What follows belongs to an exercise in optimizing a design on an open flow for small area; a production flow would make more cautious choices. The RTL was checked by simulation tests, not by an equivalence proof against the original design. Power figures rest on the tool's default switching activity, not on a simulated workload.

==> design/flow/design.v <==
package branch_train_queue_pkg;
  localparam int DEF_DEPTH = 16;
  localparam int DEF_AW    = 32;
  function automatic int rec_w(input int aw);
    rec_w = 2 + 2 * aw;
  endfunction
  function automatic int off_target(input int aw);
    off_target = 0 * aw;
  endfunction
  function automatic int off_pc(input int aw);
    off_pc = aw;
  endfunction
  function automatic int off_taken(input int aw);
    off_taken = 2 * aw;
  endfunction
  function automatic int off_isbranch(input int aw);
    off_isbranch = 2 * aw + 1;
  endfunction
endpackage
module btq_bank #(
  parameter int DEPTH = 8,
  parameter int W     = 66
) (
  input  logic                     clk,
  input  logic                     we,
  input  logic [$clog2(DEPTH)-1:0] waddr,
  input  logic [W-1:0]             wdata,
  input  logic [DEPTH-1:0]         rsel,
  output logic [W-1:0]             rdata
);
  logic [W-1:0] mem [DEPTH];
  logic [DEPTH-1:0] col [W];
  logic [DEPTH-1:0] wr, keep;
  for (genvar i = 0; i < DEPTH; i++) begin : g_ent
    assign wr[i]   = we & (waddr == ($clog2(DEPTH))'(i));
    assign keep[i] = ~wr[i];
    for (genvar b = 0; b < W; b++) begin : g_bit
      logic nxt;
      btq_hold u_hold (.q(mem[i][b]), .keep(keep[i]), .wr(wr[i]), .d(wdata[b]), .nxt(nxt));
      always_ff @(posedge clk) mem[i][b] <= nxt;
    end
  end
  for (genvar b = 0; b < W; b++) begin : g_rd
    for (genvar i = 0; i < DEPTH; i++) begin : g_e
      assign col[b][i] = mem[i][b];
    end
    btq_sel #(.N(DEPTH)) u_sel (.d(col[b]), .sel(rsel), .q(rdata[b]));
  end
endmodule
module btq_sel #(
  parameter int N = 8
) (
  input  logic [N-1:0] d,
  input  logic [N-1:0] sel,
  output logic         q
);
  logic [1:0] g_n;
  btq_aoi #(.N(3)) u_g0 (.d(d[2:0]), .sel(sel[2:0]), .y_n(g_n[0]));
  btq_aoi #(.N(3)) u_g1 (.d(d[5:3]), .sel(sel[5:3]), .y_n(g_n[1]));
  assign q = ~&g_n | |(d[7:6] & sel[7:6]);
endmodule
module btq_aoi #(
  parameter int N = 3
) (
  input  logic [N-1:0] d,
  input  logic [N-1:0] sel,
  output logic         y_n
);
  assign y_n = ~|(d & sel);
endmodule
module btq_swap (
  input  logic s,
  input  logic s_n,
  input  logic a,
  input  logic b,
  output logic y0,
  output logic y1
);
  assign y0 = ~((s | a) & (s_n | b));
  assign y1 = ~((s | b) & (s_n | a));
endmodule
module btq_wsel (
  input  logic sa0,
  input  logic sa1,
  input  logic sb0,
  input  logic sb1,
  input  logic d0,
  input  logic d1,
  output logic qa_n,
  output logic qb_n
);
  assign qa_n = ~((sa0 | d1) & (sa1 | d0));
  assign qb_n = ~((sb0 | d1) & (sb1 | d0));
endmodule
module btq_hold (
  input  logic q,
  input  logic keep,
  input  logic wr,
  input  logic d,
  output logic nxt
);
  assign nxt = (q & keep) | (d & wr);
endmodule
module btq_rot (
  input  logic s,
  input  logic s_n,
  input  logic d1,
  input  logic d0,
  output logic q
);
  assign q = (s & d1) | (s_n & d0);
endmodule
module branch_train_queue #(
  parameter int DEPTH = branch_train_queue_pkg::DEF_DEPTH,
  parameter int AW    = branch_train_queue_pkg::DEF_AW
) (
  input  logic                       clk,
  input  logic                       rst,
  input  logic                       in_valid0,
  input  logic                       in_valid1,
  input  logic                       in_isbranch0,
  input  logic                       in_isbranch1,
  input  logic                       in_taken0,
  input  logic                       in_taken1,
  input  logic [AW-1:0]              in_pc0,
  input  logic [AW-1:0]              in_pc1,
  input  logic [AW-1:0]              in_target0,
  input  logic [AW-1:0]              in_target1,
  output logic                       in_ready,
  input  logic                       drain_en,
  output logic                       train_valid0,
  output logic                       train_valid1,
  output logic                       isbranch0,
  output logic                       isbranch1,
  output logic                       taken0,
  output logic                       taken1,
  output logic [AW-1:0]              address_branch0,
  output logic [AW-1:0]              address_branch1,
  output logic [AW-1:0]              address_result0,
  output logic [AW-1:0]              address_result1,
  output logic [$clog2(DEPTH):0]     count,
  output logic                       err_overflow
);
  localparam int PW  = $clog2(DEPTH);
  localparam int BW  = PW - 1;
  localparam int CW  = PW + 1;
  localparam int RW  = branch_train_queue_pkg::rec_w(AW);
  localparam int OTG = branch_train_queue_pkg::off_target(AW);
  localparam int OPC = branch_train_queue_pkg::off_pc(AW);
  localparam int OTK = branch_train_queue_pkg::off_taken(AW);
  localparam int OIB = branch_train_queue_pkg::off_isbranch(AW);
  logic [PW-1:0] wr_ptr, rd_ptr;
  logic          out_ptr0;
  logic [CW-1:0] count_q;
  logic [1:0]    n_in, n_out;
  logic [RW-1:0] rec0, rec1, wdata_a, wdata_b, rdata_a, rdata_b, slot0, slot1;
  logic [PW-1:0] wr_ptr1;
  logic          we_a, we_b, sel0_a, sel0_b;
  logic [DEPTH/2-1:0] rsel_a, rsel_b;
  assign count    = count_q;
  assign wr_ptr   = rd_ptr + count_q[PW-1:0];
  assign in_ready = count_q <= CW'(DEPTH - 2);
  assign n_in     = in_ready ? ({1'b0, in_valid0} + {1'b0, in_valid1}) : 2'd0;
  always_comb begin
    n_out = 2'd0;
    if (drain_en) n_out = (count_q >= CW'(2)) ? 2'd2 : count_q[1:0];
  end
  assign rec0 = {in_isbranch0, in_taken0, in_pc0, in_target0};
  assign rec1 = {in_isbranch1, in_taken1, in_pc1, in_target1};
  assign wr_ptr1 = wr_ptr + PW'(1);
  assign sel0_a  = in_valid0 & ~wr_ptr[0];
  assign sel0_b  = in_valid0 &  wr_ptr[0];
  for (genvar b = 0; b < RW; b++) begin : g_wsel
    btq_wsel u_wsel (
      .sa0  (sel0_a),
      .sa1  (~sel0_a),
      .sb0  (sel0_b),
      .sb1  (~sel0_b),
      .d0   (rec0[b]),
      .d1   (rec1[b]),
      .qa_n (wdata_a[b]),
      .qb_n (wdata_b[b])
    );
  end
  assign we_a    = (n_in == 2'd2) | ((n_in == 2'd1) & ~wr_ptr[0]);
  assign we_b    = (n_in == 2'd2) | ((n_in == 2'd1) &  wr_ptr[0]);
  btq_bank #(.DEPTH(DEPTH / 2), .W(RW)) u_bank_a (
    .clk   (clk),
    .we    (we_a),
    .waddr (wr_ptr1[PW-1:1]),
    .wdata (wdata_a),
    .rsel  (rsel_a),
    .rdata (rdata_a)
  );
  btq_bank #(.DEPTH(DEPTH / 2), .W(RW)) u_bank_b (
    .clk   (clk),
    .we    (we_b),
    .waddr (wr_ptr[PW-1:1]),
    .wdata (wdata_b),
    .rsel  (rsel_b),
    .rdata (rdata_b)
  );
  always_ff @(posedge clk) begin
    for (int i = 0; i < DEPTH / 2; i++) rsel_b[i] <= rd_ptr[PW-1:1] == BW'(i);
    out_ptr0 <= rd_ptr[0];
  end
  for (genvar i = 0; i < DEPTH / 2; i++) begin : g_rot
    btq_rot u_rot (
      .s   (out_ptr0),
      .s_n (~out_ptr0),
      .d1  (rsel_b[(i + DEPTH / 2 - 1) % (DEPTH / 2)]),
      .d0  (rsel_b[i]),
      .q   (rsel_a[i])
    );
  end
  for (genvar b = 0; b < RW; b++) begin : g_swap
    btq_swap u_swap (
      .s  (out_ptr0),
      .s_n(~out_ptr0),
      .a  (rdata_a[b]),
      .b  (rdata_b[b]),
      .y0 (slot0[b]),
      .y1 (slot1[b])
    );
  end
  assign isbranch0       = slot0[OIB];
  assign taken0          = slot0[OTK];
  assign address_branch0 = slot0[OPC +: AW];
  assign address_result0 = slot0[OTG +: AW];
  assign isbranch1       = slot1[OIB];
  assign taken1          = slot1[OTK];
  assign address_branch1 = slot1[OPC +: AW];
  assign address_result1 = slot1[OTG +: AW];
  always_ff @(posedge clk) begin
    if (rst) begin
      rd_ptr       <= '0;
      count_q      <= '0;
      err_overflow <= 1'b0;
      train_valid0 <= 1'b0;
      train_valid1 <= 1'b0;
    end else begin
      rd_ptr       <= rd_ptr + PW'(n_out);
      count_q      <= count_q + CW'(n_in) - CW'(n_out);
      train_valid0 <= n_out != 2'd0;
      train_valid1 <= n_out == 2'd2;
      if (!in_ready && (in_valid0 || in_valid1)) err_overflow <= 1'b1;
    end
  end
endmodule
==> design/flow/flow/run.sh <==
#!/bin/bash
# The standard ORFS layout (standard.sh), with two changes to how it is built:
#  - ports are buffered with the smallest buffer (buf_1) instead of a delay buffer,
#  - the clock tree uses clkbuf_16 with larger sink clusters and no dummy loads.
# Everything else (synthesis, floorplan, placement, routing) is the standard flow.
# Each tool writes its full output to its own log under orfs/logs/ in this folder;
# make's own output goes to standard.log here.
set -e
cat >> config.mk <<'EOF'
export BUFFER_PORTS_ARGS = -buffer_cell sky130_fd_sc_hd__buf_1
export CTS_ARGS = -sink_clustering_enable -repair_clock_nets -dont_use_dummy_load -buf_list {sky130_fd_sc_hd__clkbuf_16} -sink_clustering_size 30 -sink_clustering_max_diameter 80
EOF
bash standard.sh > standard.log 2>&1
==> design/flow/standard.sh <==
#!/bin/bash
# synth_recipe.tcl (not shown) runs the flow's synth.tcl, then flattens the netlist and writes it again
# the make line also repeats each setting of config.mk as NAME=value (left out here)
make -C /OpenROAD-flow-scripts/flow DESIGN_CONFIG=/design/flow/config.mk WORK_HOME=/design/flow/orfs CLKGATE_MAP_FILE= SYNTH_SCRIPT=/design/flow/synth_recipe.tcl "${@:-finish}"
==> design/flow/config.mk <==
export PLATFORM = sky130hd
export DESIGN_NAME = branch_train_queue
export DESIGN_NICKNAME = branch_train_queue
export VERILOG_FILES = /design/flow/design.v
export SDC_FILE = /design/flow/constraint.sdc
export NUM_CORES = 4
export LEC_CHECK = 0
export CAP_MARGIN = 20
export CORE_MARGIN = 2
export CORE_UTILIZATION = 60
export PLACE_DENSITY = 0.9
export SLEW_MARGIN = 20
export SYNTH_HIERARCHICAL = 1
export SYNTH_MINIMUM_KEEP_SIZE = 0
export BUFFER_PORTS_ARGS = -buffer_cell sky130_fd_sc_hd__buf_1
export CTS_ARGS = -sink_clustering_enable -repair_clock_nets -dont_use_dummy_load -buf_list {sky130_fd_sc_hd__clkbuf_16} -sink_clustering_size 30 -sink_clustering_max_diameter 80
==> design/flow/constraint.sdc <==
create_clock -name core_clock -period 5.0 [get_ports {clk}]
set_input_delay 1.0000 -clock core_clock [delete_from_list [all_inputs] [get_ports {clk}]]
set_output_delay 1.0000 -clock core_clock [all_outputs]
set_load 0.01 [all_outputs]
==> qor_table.md, run 1 <==
| Result | Value | Unit |
|:---|:---|:---|
| Worst endpoint data arrival time | 3750 | ps |
| Unrepaired setup endpoints after global routing | false | - |
| Area Overhead vs Synth | 11.1 | % |
| Weighted congestion at the end of routability-driven global placement | 0.859 | - |
| Worst Tran Pin Value | 1200 | ps |
| Final non-filler cell total | 4311 | - |
| Share of layout cells above drive strength 1 | 5.03 | % |
| Fin crit share | 95.0 | % |
| Half-perimeter wire length after placement | 77100 | microns |
| Hold-fix buffers at CTS | 0 | - |
| Cell count after synthesis | 3072 | - |
| Width of the die | 256 | microns |
| Relative max-transition margin | 19.7 | % |
| Number of sinks on the clock net | 1077 | - |
| Total of max-cap violations | 0 | - |
| Detailed router's first-iteration violation count | 6622 | - |
| Number of optimization iterations in the first detailed-route pass | 13 | - |
| Starting utilization of the core area | 60.4 | % |
| Share of synthesized registers carrying an async set or reset | 0 | % |
| Cts bufs inserted | 44 | - |
| Most frequent cells in the layout | sky130_fd_sc_hd__dfxtp_1, sky130_fd_sc_hd__a22o_1, sky130_fd_sc_hd__buf_1 | - |
| Die Area | 65300 | sq um |
| Detailed-route via count | 34800 | - |
| Kind of end point of the critical path | output pin | - |
| Maximum VDD drop | 0.650 | mV |
| HP Class | reg -> reg | - |
| H-Tree Depth | 2 | - |
| Master of the slowest instance on the critical path | sky130_fd_sc_hd__a22o_2 | - |
| Overall Global Routing Usage | 38.5 | % |
| Required time at the endpoint of the critical path | 4000 | ps |
| Number of storage elements in the synthesis netlist | 1077 | - |
| Later-pin clock latency in the skew report | 650 | ps |
| Share of the yosys chip area belonging to registers | 56.8 | % |
| Number of I/O port buffers | 277 | - |
| Max Root-Sink Buffers | 3 | - |
| Antenna viol nets, final | 0 | - |
| Leading cell type in the layout, fill and taps excluded | sky130_fd_sc_hd__dfxtp_1 | - |
| Final-report hold violation count | 0 | - |
| Post-cts sizing count | 0 | - |
| Total Nets Final | 3621 | - |
| Worst Reg-to-Reg Cells | 6 | - |
| Power Density | 757 | nW/um^2 |
| Cell row count | 92 | - |
| Final worst hold slack | 417 | ps |
| Number of synthesized flops with an enable pin | 0 | - |
| Wire length of the first global-routing pass | 201000 | microns |
| Leakage Power | 0.0157 | uW |
| Pin count of the biggest net entering global routing | 71 | - |
| Run status | no timing/DRC/antenna violations | - |
| Number of setup violations in the final report | 0 | - |
| Routed vias/inst | 8.06 | - |
| Floorplan Core Area | 62900 | sq um |
| Floorplan die height | 256 | microns |
| Setup slack after layout | 249 | ps |
| Cell total after placement | 4262 | - |
| Startpoint class of the critical path | flip-flop | - |
| DRT Wirelength | 133000 | microns |
| Mapped Area | 38000 | sq um |
| Post-route DRC violation count | 0 | - |
| Pins over their slew limit | 0 | - |
| Clock slew at reported path FFs | 110 | ps |
| Multi-input logic area | 16500 | sq um |
| Boundary Pins | 278 | - |
| Worst clock skew on the final layout | 104 | ps |
| Hold path depth | 0 | - |
| Detailed-route wire length per cell | 30.9 | microns |
| Unique cell type count in the Yosys netlist | 44 | - |
| Final Total Pwr | 32000 | uW |
| Highest achievable clock rate | 210 | MHz |
| Setup Fix Bufs, Post-CTS | 0 | - |
| Count of warnings emitted by yosys | 12 | - |
| Overflow after GRT | 0 | - |
| Post-place setup slack | 840 | ps |
| Delay of the slowest critical-path stage | 770 | ps |
| Number of antenna violations at the first check in global routing | 5 | - |
| Clock root buffer master | sky130_fd_sc_hd__clkbuf_16 | - |
| Average cell area after synthesis | 12.4 | sq um |
| Critical Path Fanout Max | 46 | - |
| Vias in the first global route | 33600 | - |
| Leading register cell type out of synthesis | sky130_fd_sc_hd__dfxtp_1 | - |
| Utilization of the core after routing | 67.1 | % |
| Filler cell count | 4598 | - |
| Net Count, Synth | 3230 | - |
| Clock period minus worst slack | 4750 | ps |
| Most frequent cell on the critical path | sky130_fd_sc_hd__buf_4 | - |
| Area taken by flip-flops and latches | 21600 | sq um |
| Critical path class | reg -> out | - |
| TritonCTS clock tree | yes | - |
| Ordered list of cells on the worst path | buf_4, a22o_2, buf_4, a22oi_1, nand3_1, o22ai_1, buf_1 | - |
state kept, by name, summed over array words and instances, names as in the netlist:
register / flops
count_q: 5
err_overflow: 1
out_ptr0: 1
rd_ptr: 4
rsel_b: 8
train_valid0: 1
train_valid1: 1
u_bank_a.mem: 528
u_bank_b.mem: 528
area by class of cell:
class                      instances  share of cell area [%]
tap                              846                    2.51
antenna                            4                  0.0237
multi-input combinational       1969                    39.1
clock buffer                      44                    2.61
timing repair buffer             356                    4.43
inverter                          15                   0.142
sequential                      1077                    51.2
Yosys stat by module (local to each module, per instance), excerpt:
module	flip-flops and latches	times used
btq_hold	0	1056
branch_train_queue	21	1
btq_rot	0	8
btq_swap	0	66
btq_wsel	0	66
routing by layer:
layer,vias to the layer above,track usage [%],share of wire (%)
met2,3080,58.5,43
met4,2,22.8,6.2
met5,-,0,0.0090
met3,597,10.4,14
li1,14300,-,-
met1,16800,49.4,37
cells by family (layout without fill, tap and decap cells):
| kind of cell | after synthesis | in the layout | synth area share, % |
|---|---|---|---|
| simple gates | 200 | 200 | 3.17 |
| fa+ha+maj | 21 | 21 | 0.771 |
| buf+inv | 26 | 415 | 0.306 |
| flops | 1077 | 1077 | 56.8 |
| xor+xnor | 10 | 10 | 0.300 |
| compound gates | 1738 | 1738 | 38.7 |
| other cells | 0 | 4 | 0 |
critical path, delay by kind of cell (launching register included):
| kind | cells | cell delay (ps) |
|---|---|---|
| simple gates | 1 | 350 |
| buf+inv | 3 | 1060 |
| compound gates | 3 | 1040 |
| flops | 1 | 640 |
through the flow:
step | cell area [sq um] | TNS [ps]
final | 42200 | 0
after global routing | 42200 | 0
after CTS | 42200 | 0
after detailed placement | 41100 | 0
after global placement | 41100 | 0
after floorplan | 38000 | -69210
final timing paths:
kind	slack (ps)	from	end
worst max-delay path	250	out_ptr0	address_result0[23]
worst min register to register	420	rd_ptr[0]	out_ptr0
worst max register to register	840	count_q[0]	u_bank_a.mem[5][15]
worst min-delay path	420	rd_ptr[0]	out_ptr0
cell usage after synthesis, types with 3 or more instances:
master / instances / area, sq um
sky130_fd_sc_hd__nor2b_1: 6 / 37.5
sky130_fd_sc_hd__and4bb_2: 4 / 50.1
sky130_fd_sc_hd__o22ai_1: 264 / 1650
sky130_fd_sc_hd__nor3b_1: 4 / 30.0
sky130_fd_sc_hd__buf_2: 7 / 35.0
sky130_fd_sc_hd__fa_1: 4 / 80.1
sky130_fd_sc_hd__nand3_1: 133 / 666
sky130_fd_sc_hd__nor2_1: 8 / 30.0
sky130_fd_sc_hd__inv_1: 14 / 52.6
sky130_fd_sc_hd__and3b_1: 3 / 26.3
sky130_fd_sc_hd__xnor2_1: 5 / 43.8
sky130_fd_sc_hd__a21oi_1: 7 / 35.0
sky130_fd_sc_hd__and4b_1: 6 / 60.1
sky130_fd_sc_hd__a22oi_1: 132 / 991
sky130_fd_sc_hd__nand2b_1: 3 / 18.8
sky130_fd_sc_hd__nand2_1: 5 / 18.8
sky130_fd_sc_hd__and4_1: 3 / 26.3
sky130_fd_sc_hd__nand4bb_1: 6 / 67.6
sky130_fd_sc_hd__nand4b_1: 6 / 52.6
sky130_fd_sc_hd__a21o_1: 3 / 22.5
sky130_fd_sc_hd__xor2_1: 3 / 26.3
sky130_fd_sc_hd__dfxtp_1: 1077 / 21600
sky130_fd_sc_hd__ha_1: 17 / 213
sky130_fd_sc_hd__a222oi_1: 264 / 2640
sky130_fd_sc_hd__a22o_1: 1064 / 9320
where the power goes:
group          internal (uW)  switching [uW]
registers              12500            2310
clock network           1590            2590
logic                   5820            7170
total                  19900           12100
==> inputs of run 2 (changes only) <==
--- a/design/flow/design.v
+++ b/design/flow/design.v
@@ -76,8 +76,8 @@
   output logic y0,
   output logic y1
 );
-  assign y0 = ~((s | a) & (s_n | b));
-  assign y1 = ~((s | b) & (s_n | a));
+  assign y0 = ~((s & b) | (s_n & a));
+  assign y1 = ~((s & a) | (s_n & b));
 endmodule
 module btq_wsel (
   input  logic sa0,
@@ -89,8 +89,8 @@
   output logic qa_n,
   output logic qb_n
 );
-  assign qa_n = ~((sa0 | d1) & (sa1 | d0));
-  assign qb_n = ~((sb0 | d1) & (sb1 | d0));
+  assign qa_n = ~((sa0 & d0) | (sa1 & d1));
+  assign qb_n = ~((sb0 & d0) | (sb1 & d1));
 endmodule
 module btq_hold (
   input  logic q,
==> run 2 against run 1 <==
Compared with the run above:
- wire length increased by 1.6%
- global-route usage barely moved
- clock skew decreased by 56 ps
- sequential share of layout area is 0.28 points lower
- largest cell class unchanged
- synthesized cell count unchanged
- clock power is essentially flat
- still clean on timing, DRC and antenna
- die area grew 0.86%
==> qor_table.md, run 2 <==
| Result | Value | Unit | vs previous |
|:---|:---|:---|:---|
| Synth area leaders | sky130_fd_sc_hd__dfxtp_1, sky130_fd_sc_hd__a22o_1, sky130_fd_sc_hd__a22oi_1, sky130_fd_sc_hd__a222oi_1, sky130_fd_sc_hd__nand3_1 | - |  |
| Count of buffering cells on the critical path with inverters included | 2 | - | -1 |
| Weighted congestion at the end of routability-driven global placement | 0.831 | - | -3.3% |
| Floorplan Core Area | 63100 | sq um | +0.37% |
| Width of the die | 257 | microns | +0.43% |
| Highest achievable clock rate | 210 | MHz | -0.23% |
| Startpoint class of the critical path | flip-flop | - |  |
| Leading cell type in the layout, fill and taps excluded | sky130_fd_sc_hd__dfxtp_1 | - |  |
| Die Area | 65900 | sq um | +0.86% |
| Share of the yosys chip area belonging to registers | 56.3 | % | -0.49 points |
| Overall Global Routing Usage | 38.5 | % | about the same |
| Switching share of power | 38.0 | % | +0.22 points |
| Power Density | 766 | nW/um^2 | +1.2% |
| Kind of end point of the critical path | output pin | - |  |
| Floorplan die height | 257 | microns | +0.43% |
| Leakage Power | 0.0161 | uW | +2.7% |
| Overflow after GRT | 0 | - | unchanged |
| DRT Wirelength | 135000 | microns | +1.6% |
| Detailed-route wire length per cell | 31.5 | microns | +2.0% |
| Vias in the first global route | 33300 | - | -0.71% |
| Number of sinks on the clock net | 1077 | - | unchanged |
| Final Total Pwr | 32500 | uW | +1.8% |
| Leading register cell type out of synthesis | sky130_fd_sc_hd__dfxtp_1 | - |  |
| Final-report hold violation count | 0 | - | unchanged |
| Run status | no timing/DRC/antenna violations | - |  |
| Clock period minus worst slack | 4760 | ps | +11.1 ps |
| TritonCTS clock tree | yes | - |  |
| Number of synthesized flops with an enable pin | 0 | - | unchanged |
| Top cell family by delay on the critical path | compound AO/OA/AOI/OAI gates | - |  |
| Total negative slack | 0 | ps | unchanged |
| Pins over their slew limit | 0 | - | unchanged |
| Hold-fix buffers at CTS | 0 | - | unchanged |
| Total of max-cap violations | 0 | - | unchanged |
| Area Overhead vs Synth | 10.8 | % |  |
| Post-route DRC violation count | 0 | - | unchanged |
| Detailed-route via count | 34900 | - | +0.51% |
| Critical Path Fanout Max | 66 | - | +43% |
| Number of antenna violations at the first check in global routing | 4 | - | -1 |
| H-Tree Depth | 2 | - | unchanged |
| Synth top area share | 56.3 | % | -0.49 points |
| Master of the slowest instance on the critical path | sky130_fd_sc_hd__a22o_4 | - |  |
| Worst endpoint data arrival time | 3760 | ps | about the same |
| Most frequent cells in the layout | sky130_fd_sc_hd__dfxtp_1, sky130_fd_sc_hd__a22o_1, sky130_fd_sc_hd__a22oi_1 | - |  |
| Cell count after synthesis | 3072 | - | unchanged |
| Antenna viol nets, final | 0 | - | unchanged |
| Setup Fix Bufs, Post-CTS | 0 | - | unchanged |
| Average cell area after synthesis | 12.5 | sq um | +0.87% |
| Starting utilization of the core area | 60.7 | % | +0.30 points |
| Clock root buffer master | sky130_fd_sc_hd__clkbuf_16 | - |  |
| Net Count, Synth | 3230 | - | unchanged |
| Most frequent cell after synthesis | sky130_fd_sc_hd__dfxtp_1 | - |  |
| Total Nets Final | 3604 | - | -0.47% |
| Cell total after placement | 4243 | - | -0.45% |
| Part of the power in combinational logic | 40.7 | % | about the same |
| Fin crit share | 95.2 | % | +0.22 points |
| Cts bufs inserted | 45 | - | +2.3% |
| Clock slew at reported path FFs | 110 | ps | about the same |
| Share of synthesized registers carrying an async set or reset | 0 | % | unchanged |
| Max Root-Sink Buffers | 3 | - | unchanged |
| Half-perimeter wire length after placement | 73800 | microns | -4.3% |
| Routed vias/inst | 8.14 | - | +0.97% |
| Cell type with the highest aggregate area in the netlist | sky130_fd_sc_hd__dfxtp_1 | - |  |
| NetSw | 12400 | uW | +2.4% |
| HP Class | reg -> reg | - |  |
| Worst Tran Pin Value | 1180 | ps | -25.3 ps |
| Maximum VDD drop | 0.631 | mV | -2.8% |
| Ordered list of cells on the worst path | clkinvlp_4, a22o_4, a222oi_1, nand3_1, a22oi_1, buf_1 | - |  |
| Detailed router's first-iteration violation count | 6730 | - | +1.6% |
| Unrepaired setup endpoints after global routing | false | - |  |
| Worst clock skew on the final layout | 47.9 | ps | -55.9 ps |
| Cell row count | 92 | - | unchanged |
| Utilization of the core after routing | 67.3 | % | +0.15 points |
| Most instantiated cells after synthesis | sky130_fd_sc_hd__dfxtp_1, sky130_fd_sc_hd__a22o_1, sky130_fd_sc_hd__a22oi_1 | - |  |
| Mapped Area | 38300 | sq um | +0.87% |
| Number of storage elements in the synthesis netlist | 1077 | - | unchanged |
| Required time at the endpoint of the critical path | 4000 | ps | about the same |
| Critical path class | reg -> out | - |  |
| Share of layout cells above drive strength 1 | 4.53 | % | -0.50 points |
| Relative contribution of sequential cells to total power | 46.3 | % | about the same |
| Post-cts sizing count | 0 | - | unchanged |
| Later-pin clock latency in the skew report | 640 | ps | about the same |
| Part of the power in the clock network | 13.0 | % | about the same |
| Count of warnings emitted by yosys | 12 | - | unchanged |
| Final non-filler cell total | 4291 | - | -0.46% |
| Number of optimization iterations in the first detailed-route pass | 14 | - | +1 |
| Number of I/O port buffers | 277 | - | unchanged |
| Pin count of the biggest net entering global routing | 107 | - | +51% |
| Internal portion of total power | 20200 | uW | +1.4% |
| Wire length of the first global-routing pass | 200000 | microns | -0.38% |
| Number of setup violations in the final report | 0 | - | unchanged |
| Relative max-transition margin | 21.4 | % | +1.7 points |
| Final worst hold slack | 470 | ps | +52.4 ps |
| Unique cell type count in the Yosys netlist | 43 | - | -2.3% |
| Boundary Pins | 278 | - | unchanged |
| Delay of the slowest critical-path stage | 820 | ps | +50 ps |
| Top Registers | u_bank_a.mem: 528 flops, u_bank_b.mem: 528 flops, rsel_b: 8 flops | - |  |
[run 2: kinds of logic (layout without fill, tap and decap cells)]
family	count (synthesis)	after routing	synth area share, %
fa+ha+maj	21	21	0.764
simple gates	200	200	3.15
compound gates	1738	1738	39.2
other cells	0	1	0
buf+inv	26	398	0.304
xor+xnor	10	10	0.297
flops	1077	1077	56.3
[run 2: final timing paths]
kind                            slack [ps]    startpoint                   to  cells after the start
worst max-delay path                   240      out_ptr0   address_branch1[9]                      6
worst max register to register         960     rd_ptr[0]  u_bank_a.mem[4][37]                      8
worst min-delay path                   470  err_overflow         err_overflow                      2
worst min register to register         470  err_overflow         err_overflow                      2
[run 2: worst register-to-register path, cell delays in order, from the launching register on]
cell and delay [ps]:
sky130_fd_sc_hd__dfxtp_1 430, sky130_fd_sc_hd__ha_1 270, sky130_fd_sc_hd__fa_1 950, sky130_fd_sc_hd__nand3_1 180, sky130_fd_sc_hd__xnor2_1 490, sky130_fd_sc_hd__buf_4 290
sky130_fd_sc_hd__nand4bb_4 590, sky130_fd_sc_hd__buf_12 450, sky130_fd_sc_hd__a22o_1 260
[run 2: final cells by class]
type / instances / area [sq um]
repair buffers: 338 / 1710
clock buffers: 45 / 1130
diodes: 1 / 2.50
inverters: 15 / 60.1
fillers: 4651 / 20600
flip-flops and latches: 1077 / 21600
well taps: 846 / 1060
multi-input cells: 1969 / 16900
[run 2: routing by layer]
metal	track usage (%)	up-vias	wire, microns
met5	0	-	58
met4	18.8	8	6700
met3	12.6	548	20700
met2	57.8	3168	58700
met1	50.2	17000	49100
li1	-	14200	-
[run 2: per-module statistics from Yosys (local to each module, per instance), a selection]
module	cell area [sq um]	flip-flops and latches	copies in the design	cells
branch_train_queue	1200	21	1	120
btq_hold	8.76	0	1056	1
btq_rot	8.76	0	8	1
btq_swap	15.0	0	66	2
btq_wsel	15.0	0	66	2
[run 2: per-stage QoR]
| step | setup slack (ps) | area, sq um |
|---|---|---|
| final | 238 | 42400 |
| after CTS | 363 | 42400 |
| after detailed placement | 946 | 41300 |
| after global routing | 176 | 42400 |
| after global placement | 1040 | 41300 |
| after floorplan | -519 | 38300 |
[run 2: power groups by stage]
stage | clock (uW) | sequential, uW | combinational (uW)
global route | 4460 | 15400 | 13800
finish | 4210 | 15100 | 13200
floorplan | 0 | 14400 | 8760
global placement | 0 | 14900 | 12200
CTS | 4170 | 14900 | 12700
detailed placement | 0 | 15000 | 12700

## re-timing with driven ports
Ports are ideal in the flow. The routed layouts listed here were re-timed in OpenROAD. Step 1 (the two cells are an assumption about what drives the block):
set clk [get_ports {clk}]
set_driving_cell -lib_cell sky130_fd_sc_hd__clkbuf_16 $clk
set_driving_cell -lib_cell sky130_fd_sc_hd__buf_2 [delete_from_list [all_inputs] $clk]
Step 2 moves the port delays by t, midway between the first and last clock arrival at a register: inputs arrive t later, outputs are due t later. That takes back most of the time a late clock gives input paths. Slacks: ideal / step 1 / step 2; pairs: ideal / step 1.
run	t, ns	setup WS [ns]	hold WS [ns]	worst setup path at the end
run 1	0.657	0.249 / 0.187 / 0.687	0.417 / 0.417 / 0.417	input to register
run 2	0.664	0.238 / 0.175 / 0.840	0.470 / 0.470 / 0.470	register to output
After both steps setup and hold are still met in every run listed.
